This design comes from an exercise in tuning for small area on the open sky130 flow, not from production work.
In this exercise RTL edits were held to simulation tests only and were not proved equivalent to the original.
Power is estimated from default activity; no workload was simulated.

## flow/run.sh

```bash
#!/bin/bash
# synth_recipe.tcl (not shown) runs the flow's synth.tcl, then flattens the netlist and writes it again
# the make line also repeats each setting of config.mk as NAME=value (left out here)
make -C /OpenROAD-flow-scripts/flow DESIGN_CONFIG=/design/flow/config.mk WORK_HOME=/design/flow/orfs CLKGATE_MAP_FILE= SYNTH_SCRIPT=/design/flow/synth_recipe.tcl finish
```

## flow/config.mk

```make
export PLATFORM = sky130hd
export DESIGN_NAME = terrain_gen
export DESIGN_NICKNAME = terrain_gen
export VERILOG_FILES = /design/flow/design.v
export SDC_FILE = /design/flow/constraint.sdc
export NUM_CORES = 4
export LEC_CHECK = 0
export CAP_MARGIN = 20
export CORE_MARGIN = 2
export CORE_UTILIZATION = 40
export SLEW_MARGIN = 20
```

## flow/constraint.sdc

```tcl
create_clock -name core_clock -period 10.0 [get_ports {CLOCK_50}]
set_input_delay 2.0000 -clock core_clock [delete_from_list [all_inputs] [get_ports {CLOCK_50}]]
set_output_delay 2.0000 -clock core_clock [all_outputs]
set_load 0.01 [all_outputs]
```

## flow/design.v

```verilog
module terrain_gen #(
    parameter logic [7:0] MIN_H         = 8'd80,
    parameter logic [7:0] MAX_H         = 8'd115,
    parameter logic [2:0] GROUND_COLOUR = 3'b010
) (
    input  logic       CLOCK_50,
    input  logic       resetn,
    input  logic       start,
    input  logic [7:0] seed,
    input  logic       query_valid,
    input  logic [7:0] query_x,
    output logic [7:0] height,
    output logic       height_valid,
    output logic       ready,
    output logic       busy,
    output logic [7:0] vga_x,
    output logic [6:0] vga_y,
    output logic [2:0] vga_colour,
    output logic       vga_plot
);
    typedef enum logic [1:0] {IDLE, GEN, DRAW, READY} state_t;
    localparam logic [8:0] H_SUM    = {1'b0, MIN_H} + {1'b0, MAX_H};
    localparam logic [7:0] MID_H    = H_SUM[8:1];
    localparam logic [7:0] LAST_COL = 8'd159;
    localparam logic [6:0] LAST_ROW = 7'd119;
    state_t     state_q, state_d;
    logic [7:0] lfsr_q, lfsr_d;
    logic [7:0] col_q, col_d;
    logic [7:0] prev_h_q, prev_h_d;
    logic [7:0] px_q, px_d;
    logic [6:0] py_q, py_d;
    logic       plot_q, plot_d;
    logic [2:0] colour_q, colour_d;
    logic       busy_q, busy_d;
    logic       ready_q, ready_d;
    logic       hv_q, hv_d;
    logic [7:0] h_q, h_d;
    localparam logic [1:0] H_TOP = MIN_H[7:6];
    logic [5:0] tab_q [160];
    logic       tab_we;
    logic [7:0]        lfsr_next;
    logic signed [9:0] walk_h;
    logic [7:0]        gen_h;
    assign lfsr_next = {1'b0, lfsr_q[7:1]} ^ (lfsr_q[0] ? 8'hB8 : 8'h00);
    always_comb begin
        walk_h = $signed({2'b00, prev_h_q});
        case (lfsr_q[1:0])
            2'b00:   walk_h = $signed({2'b00, prev_h_q}) - 10'sd1;
            2'b11:   walk_h = $signed({2'b00, prev_h_q}) + 10'sd1;
            default: walk_h = $signed({2'b00, prev_h_q});
        endcase
        if (col_q == 8'd0) begin
            gen_h = MID_H;
        end else if (walk_h < $signed({2'b00, MIN_H})) begin
            gen_h = MIN_H;
        end else if (walk_h > $signed({2'b00, MAX_H})) begin
            gen_h = MAX_H;
        end else begin
            gen_h = walk_h[7:0];
        end
    end
    always_comb begin
        state_d  = state_q;
        lfsr_d   = lfsr_q;
        col_d    = col_q;
        prev_h_d = prev_h_q;
        px_d     = px_q;
        py_d     = py_q;
        plot_d   = plot_q;
        colour_d = colour_q;
        busy_d   = busy_q;
        ready_d  = ready_q;
        tab_we   = 1'b0;
        hv_d = (state_q == READY) && query_valid;
        h_d  = 8'd0;
        if (hv_d) begin
            h_d = (query_x < 8'd160) ? {H_TOP, tab_q[query_x]} : 8'd120;
        end
        case (state_q)
            IDLE, READY: begin
                if (start) begin
                    state_d = GEN;
                    lfsr_d  = (seed == 8'h00) ? 8'h01 : seed;
                    col_d   = 8'd0;
                    ready_d = 1'b0;
                    busy_d  = 1'b1;
                end
            end
            GEN: begin
                tab_we   = 1'b1;
                prev_h_d = gen_h;
                lfsr_d   = lfsr_next;
                if (col_q == LAST_COL) begin
                    state_d  = DRAW;
                    col_d    = 8'd0;
                    px_d     = 8'd0;
                    py_d     = {H_TOP[0], tab_q[0]};
                    plot_d   = 1'b1;
                    colour_d = GROUND_COLOUR;
                end else begin
                    col_d = col_q + 8'd1;
                end
            end
            DRAW: begin
                if (py_q == LAST_ROW) begin
                    if (px_q == LAST_COL) begin
                        state_d  = READY;
                        ready_d  = 1'b1;
                        busy_d   = 1'b0;
                        px_d     = 8'd0;
                        py_d     = 7'd0;
                        plot_d   = 1'b0;
                        colour_d = 3'b000;
                    end else begin
                        px_d = px_q + 8'd1;
                        py_d = {H_TOP[0], tab_q[px_q + 8'd1]};
                    end
                end else begin
                    py_d = py_q + 7'd1;
                end
            end
            default: state_d = IDLE;
        endcase
    end
    always_ff @(posedge CLOCK_50 or negedge resetn) begin
        if (!resetn) begin
            state_q  <= IDLE;
            lfsr_q   <= 8'h01;
            col_q    <= 8'd0;
            prev_h_q <= 8'd0;
            px_q     <= 8'd0;
            py_q     <= 7'd0;
            plot_q   <= 1'b0;
            colour_q <= 3'b000;
            busy_q   <= 1'b0;
            ready_q  <= 1'b0;
            hv_q     <= 1'b0;
            h_q      <= 8'd0;
        end else begin
            state_q  <= state_d;
            lfsr_q   <= lfsr_d;
            col_q    <= col_d;
            prev_h_q <= prev_h_d;
            px_q     <= px_d;
            py_q     <= py_d;
            plot_q   <= plot_d;
            colour_q <= colour_d;
            busy_q   <= busy_d;
            ready_q  <= ready_d;
            hv_q     <= hv_d;
            h_q      <= h_d;
        end
    end
    always_ff @(posedge CLOCK_50) begin
        if (tab_we) begin
            tab_q[col_q] <= gen_h[5:0];
        end
    end
    assign height       = h_q;
    assign height_valid = hv_q;
    assign ready        = ready_q;
    assign busy         = busy_q;
    assign vga_x        = px_q;
    assign vga_y        = py_q;
    assign vga_colour   = colour_q;
    assign vga_plot     = plot_q;
endmodule
```

==> metrics.yaml <==
tightest_slew_ps: 1240
power.ir.vdd_worst_mv: 0.190
synthTopCellsByArea: "sky130_fd_sc_hd__edfxtp_1 (60%), sky130_fd_sc_hd__mux4_2 (27%), sky130_fd_sc_hd__dfrtp_1 (2.6%)"
placeableCoreArea_um2: 120000
report.final.slew_viol_count: 0
fin_ws_ps: 4740
route.detailed.vias_per_inst: 6.50
detail_route.wl_per_cell_um: 34.0
max_freq_mhz: 190
synth_top_cell_by_area: "sky130_fd_sc_hd__edfxtp_1"
place.detailed.hpwl_um: 92900
area_growth_syn_to_layout_pct: 11.9
report.final.setup_viol: 0
drt_first_iter_violations: 4284
grt_start_max_net_pins: 150
min_from: "lfsr_q[2]"
yosysTopAreaCellShare_pct: 59.7
number_of_standard_cells_in_the_final_layout_excluding_fillers: 4298
setup.worst_path.class: "input port to register"
unrepaired_setup_endpoints_after_global_routing: "no"
cts_post_setup_buffers_inserted: 0
timing.critical_path.cells: "buf_8, buf_12, mux4_2, mux4_2, nor2b_1, a2111oi_0, o31ai_1"
ys_ff_latch: 1011
clock_path_buffers: 3
hold_violations: 0
timing.critical_path.from_type: "input port"
routed-via-count: 27900
design.die.area_um2: 124000
final_area_um2: 54100
synthesis.area_um2: 48300
syn_avg_cell_area_um2: 18.8
drt_drc: 0
asyncSetResetFlopFracSynth_pct: 5.04
clock_latency_ps: 690
grtUsageTotal_pct: 23.8
hold_path_end: "lfsr_q[2]"
gpl.final_weighted_congestion: 0.891
timing.setup.tns_ps: 0
worst_setup_hold_path_clk_slew_ps: 60
regToRegSetupSlack_ps: 4940
worstRegToRegCells: 7
yosysMostFrequentCell: "sky130_fd_sc_hd__edfxtp_1"
synth-seq-area-share_pct: 62.3
min_path_cells: 2
first_pass_grt_wire_length_um: 208000
critPathBufInv: 2
cellLeakagePower_nw: 16.4
synthFlopType: "sky130_fd_sc_hd__edfxtp_1"
r2r-start: "px_q[0]"
dieHeight_um: 352
crit_required_ps: 10530
timing.slew.headroom_pct: 16.9
postPlaceCellArea_um2: 50500
synth.lib_cells_used.distinct: 76
grt_total_ovfl: 0
timing.critical_path.to_type: "register"
number_of_global_route_vias_before_repair: 28000
netlist_top_cells_count: "sky130_fd_sc_hd__edfxtp_1 (960), sky130_fd_sc_hd__mux4_2 (584), sky130_fd_sc_hd__nor2_1 (194)"
layout.nets: 2620
h-tree-depth: 3
outcome: "timing/DRC/antenna clean"
floorplan.initialDensity_pct: 40.3
detail_route.first_pass.iterations: 6
timing.hold.worst.class: "register to register"
final.setup_skew_ps: 35.2
tritoncts_clock_tree: "yes"
numPortBuffers: 46
synth.yosys.warnings: 1
min_period_over_period_pct: 52.6
arrival_ps: 5790
wirelength_um: 146000
worst_path_max_delay_cell: "sky130_fd_sc_hd__a2111oi_0"
ctsHoldBuffers: 0
cp_max_fo: 111
powerDensity_nw_per_um2: 205
syn_inst: 2573
timing.max_cap.violations: 0
dp_cells: 4088
fp.dieW_um: 352
minimum_clock_period_ps: 5260
cpLargestDelayFamily: "buffers and inverters"
antenna_violations_before_repair: 1
crit_start: "query_x[0]"
synth_enable_flop_cells: 960
clock_sinks: 1011
clk_root_buffer_cell: "sky130_fd_sc_hd__clkbuf_16"
post_route_cells_drive_above_1_share_pct: 31.6
std_cell_rows: 127
capture_instance_of_the_worst_register_to_register_path: "py_q[5]"
slowest_delay_ps: 990
crit_top_cell: "sky130_fd_sc_hd__mux4_2"
pin_count: 50
cts_inserted_buffers: 107
ant_nets: 0
post-place-ws_ps: 3980
cts.repair.resized: 0
## state kept, by name, indices dropped and copies added (netlist names)
signal and flops:
hv_q 1, busy_q 1, col_q 8, ready_q 1, colour_q 1, h_q 6, px_q 8, tab_q 960
lfsr_q 8, prev_h_q 8, py_q 7, state_q 2
## cells by family after synthesis
| logic type | synth area share [%] |
|---|---|
| buffers and inverters | 2.08 |
| DFF | 62.3 |
| muxes | 27.7 |
| and+or+nand+nor | 5.19 |
| adders and majority gates | 0.362 |
| AOI/OAI and AO/OA | 2.16 |
| other | 0.00776 |
| xor gates and xnor gates | 0.215 |
## worst max path at each step
stage / end / slack, ps / cells after the start
5_1_grt: h_q[3] / 4480 / 7
4_1_cts: h_q[3] / 4680 / 7
3_5_place_dp: h_q[3] / 3980 / 7
2_1_floorplan: tab_q[0][5] / 270 / 9
6_report: h_q[3] / 4740 / 7
3_3_place_gp: h_q[3] / 3930 / 7
## metal layers
| metal | up-vias | GRT usage (%) | share of wire, % |
|---|---|---|---|
| met5 | - | 0 | 0 |
| met3 | 259 | 5.82 | 11 |
| met4 | 0 | 8.92 | 3.7 |
| met2 | 1726 | 37.3 | 47 |
| li1 | 10900 | - | - |
| met1 | 15100 | 32.4 | 38 |
## through the flow
stage,power (mW),hold slack [ps],utilization (%)
6_report,11.1,492,45.2
5_1_grt,11.4,524,45.1
4_1_cts,11.1,493,45.1
3_5_place_dp,7.09,479,42.1
3_3_place_gp,7.01,463,42.1
2_1_floorplan,6.50,450,-
## layout make-up
| type | count | area (µm²) |
|---|---|---|
| Fill cell | 10100 | 65700 |
| Sequential cell | 1011 | 30100 |
| Multi-Input combinational cell | 1346 | 17400 |
| Clock buffer | 129 | 2870 |
| Tap cell | 1612 | 2020 |
| Timing Repair Buffer | 100 | 915 |
| Clock inverter | 75 | 746 |
| Inverter | 20 | 75.1 |
| Antenna cell | 5 | 12.5 |
## power breakdown
part           switching, mW  total, mW  internal, mW
Sequential            0.0901       5.31          5.22
Combinational           1.23       1.71         0.476
Clock                   1.70       4.08          2.38
## cells in the final DEF (no fill, tap or decap), types with 17 or more instances in the layout
cell / n
sky130_fd_sc_hd__clkbuf_16: 111
sky130_fd_sc_hd__nor2_1: 191
sky130_fd_sc_hd__o21ai_0: 46
sky130_fd_sc_hd__mux4_2: 584
sky130_fd_sc_hd__buf_4: 51
sky130_fd_sc_hd__nand4_1: 24
sky130_fd_sc_hd__nor3_1: 18
sky130_fd_sc_hd__edfxtp_1: 960
sky130_fd_sc_hd__clkinv_2: 32
sky130_fd_sc_hd__nand2_1: 165
sky130_fd_sc_hd__dfrtp_1: 49
sky130_fd_sc_hd__mux2i_1: 17
sky130_fd_sc_hd__clkdlybuf4s50_1: 40
sky130_fd_sc_hd__inv_1: 19
sky130_fd_sc_hd__clkinv_1: 18
sky130_fd_sc_hd__nand3_1: 79
## worst reg2reg max path, stage by stage, from the launching register on
cell and delay, ps:
sky130_fd_sc_hd__dfrtp_4 970, sky130_fd_sc_hd__ha_4 700, sky130_fd_sc_hd__buf_12 620, sky130_fd_sc_hd__mux4_2 820, sky130_fd_sc_hd__mux4_2 530, sky130_fd_sc_hd__and2_1 180
sky130_fd_sc_hd__a2111oi_0 880, sky130_fd_sc_hd__o31ai_1 180

## static timing again, ports no longer ideal
How much do the figures lean on ideal ports? The routed layout below was timed once more, with nothing changed but the port constraints. Step 1 (the two cells are an assumption about what drives the block):
set clk [get_ports {CLOCK_50}]
set_driving_cell -lib_cell sky130_fd_sc_hd__clkbuf_16 $clk
set_driving_cell -lib_cell sky130_fd_sc_hd__buf_2 [delete_from_list [all_inputs] $clk]
Step 2 also shifts input and output timing later by t, the mid clock arrival at the registers, as if the neighbouring blocks saw the same clock. a / b / c = ideal ports / drivers / drivers and shift; a / b = the first two.
t, ns: 0.756
setup slack, ns: 4.736 / 4.755 / 4.000
worst setup path after step 2: input to register
latest minus earliest clock arrival (ns): 0.055 / 0.055
cell pins on the clock port's net: 1
After both steps this run still meets setup and hold. For this run, drivers alone change the setup slack by +0.019 ns; drivers and shift together by -0.736 ns.
